From an optimization exercise on the open Yosys and OpenROAD flow, aimed at small area, a short achievable clock period and few clock cycles per item; shortcuts taken in it are not production practice. Function was checked by simulation only, so behaviour that the tests miss may differ from the original.

Design accelbrot_scan_gen, start of the top module:
module accelbrot_scan_gen #(
  parameter int NWORDS = 8,
  parameter int WWIDTH = 34,
  parameter int TWIDTH = 24,
  parameter int XWIDTH = 12,
  parameter int YWIDTH = 12
) (
  input  logic                     clk,
  input  logic                     rstn,
  input  logic [NWORDS*WWIDTH-1:0] cfg_a0,
  input  logic [NWORDS*WWIDTH-1:0] cfg_b0,
  input  logic [NWORDS*WWIDTH-1:0] cfg_step,
  input  logic [XWIDTH-1:0]        cfg_width,
  input  logic [YWIDTH-1:0]        cfg_height,
  input  logic                     ctl_start,
  output logic                     ctl_busy,
  output logic                     ctl_done,
  output logic [31:0]              sts_num_issued,
  output logic [WWIDTH-1:0]        enter_a,
  output logic [WWIDTH-1:0]        enter_b,
  output logic [TWIDTH-1:0]        enter_tag,
  output logic                     enter_start,
  output logic                     enter_valid,
  input  logic                     enter_bp
);
Size in the first run: about 3500 cells after synthesis, roughly 1300 flip-flops, ~970 I/O pins, about 0.042 sq mm of cells after synthesis.
==> flow/config.mk <==
export PLATFORM = sky130hd
export DESIGN_NAME = accelbrot_scan_gen
export DESIGN_NICKNAME = accelbrot_scan_gen
export VERILOG_FILES = /design/flow/design.v
export SDC_FILE = /design/flow/constraint.sdc
export NUM_CORES = 4
export LEC_CHECK = 0
export CAP_MARGIN = 20
export CORE_MARGIN = 2
export CORE_UTILIZATION = 55
export SETUP_SLACK_MARGIN = 2.7
export SLEW_MARGIN = 20
==> flow/constraint.sdc <==
create_clock -name core_clock -period 5.0 [get_ports {clk}]
set_input_delay 1.0000 -clock core_clock [delete_from_list [all_inputs] [get_ports {clk}]]
set_output_delay 1.0000 -clock core_clock [all_outputs]
set_load 0.01 [all_outputs]
standard.sh (not shown) runs the stock make flow with config.mk's settings and CLKGATE_MAP_FILE= SYNTH_SCRIPT=/design/flow/synth_recipe.tcl, a recipe that flattens the netlist after the stock synthesis.
==> flow/flow/run.sh <==
#!/bin/bash
# Standard ORFS layout (the standard.sh) with plain buffers on the ports,
# larger clock-tree leaf clusters driven by smaller buffers, and no dummy
# clock loads.
set -euo pipefail
bash standard.sh "BUFFER_PORTS_ARGS=-buffer_cell sky130_fd_sc_hd__buf_1" \
  "CTS_ARGS=-sink_clustering_enable -repair_clock_nets -dont_use_dummy_load -root_buf sky130_fd_sc_hd__clkbuf_16 -sink_clustering_buffer sky130_fd_sc_hd__clkbuf_8 -sink_clustering_size 14 -sink_clustering_max_diameter 50 -buf_list {sky130_fd_sc_hd__clkbuf_8 sky130_fd_sc_hd__clkbuf_16}" \
  finish > standard_make.log 2>&1
Testbench counts at the start, summed over its fixed seeds: cycles 280,840, pixels 35,068.
Next try:
==> flow/flow/run.sh (replaced) <==
#!/bin/bash
# Standard ORFS layout (the standard.sh) with plain buffers on the ports,
# smaller clock-tree buffers and no dummy clock loads.
set -euo pipefail
bash standard.sh "BUFFER_PORTS_ARGS=-buffer_cell sky130_fd_sc_hd__buf_1" \
  "CTS_ARGS=-sink_clustering_enable -repair_clock_nets -dont_use_dummy_load -buf_list {sky130_fd_sc_hd__clkbuf_4 sky130_fd_sc_hd__clkbuf_8 sky130_fd_sc_hd__clkbuf_16}" \
  finish > standard_make.log 2>&1
Routed wire length is higher by 0.76%.
Final cell count climbs by about 0.4%.
Synthesized cell count does not change.
Setup slack gets better by 6.2 ps.
Final area rises by 3.6%.
Global-route usage is higher by 0.42 points.
Next try:
Settings changed: CORE_UTILIZATION 55 to 60.
The changed run failed in 3_2_place_iop.
Synthesized cell count is unchanged.
Synthesized area stays the same.
Next try:
==> flow/flow/run.sh (replaced) <==
#!/bin/bash
# Standard ORFS layout (the standard.sh) with plain buffers on the ports,
# small clock-tree leaf buffers and no dummy clock loads.
set -euo pipefail
bash standard.sh "BUFFER_PORTS_ARGS=-buffer_cell sky130_fd_sc_hd__buf_1" \
  "CTS_ARGS=-sink_clustering_enable -repair_clock_nets -dont_use_dummy_load -root_buf sky130_fd_sc_hd__clkbuf_16 -sink_clustering_buffer sky130_fd_sc_hd__clkbuf_4 -buf_list {sky130_fd_sc_hd__clkbuf_4 sky130_fd_sc_hd__clkbuf_8 sky130_fd_sc_hd__clkbuf_16}" \
  finish > standard_make.log 2>&1
The changed run aborted during 3_2_place_iop, error PPL-0024.
Synthesized area stays the same.
Synthesized cell count stays the same.
Next try:
Settings changed: CORE_UTILIZATION 60 to 55.
After rerunning: The new run finished clean. Synthesized area is unchanged. Synthesized cell count does not change.

==> port drivers added, routing unchanged <==
The results above use ideal ports. As a check the final layouts listed here were re-extracted and re-timed, cells and wires unchanged.
Step 1: set_driving_cell puts a clkbuf_16 on clk and a buf_2 on each other input, an assumption about the parent block.
Step 2 adds t to the input delays and takes it off the output delays; t is the mean of the earliest and latest rising clock arrival at the registers after step 1. Input paths then give back, and output paths get back, about the clock's delay inside the block.
Slacks: no drivers / after step 1 / after step 2; pairs: no drivers / after step 1.
| run | t, ns | slack for setup (ns) | worst setup path after step 2 | slew at the worst register clock pin (ns) | pins driven straight from the clock port |
|---|---|---|---|---|---|
| the first run | 0.676 | 2.621 / 2.619 / 2.291 | input to register | 0.10 / 0.10 | 1 |
| the second run | 0.756 | 2.627 / 2.567 / 2.274 | input to register | 0.06 / 0.06 | 1 |
| the fifth run | 0.856 | 2.545 / 2.468 / 2.283 | input to register | 0.08 / 0.08 | 1 |
After both steps setup and hold are still met in every run listed. The setup slack of the second run, which loses most, moves by -0.060 ns with the drivers and by -0.353 ns with both steps.
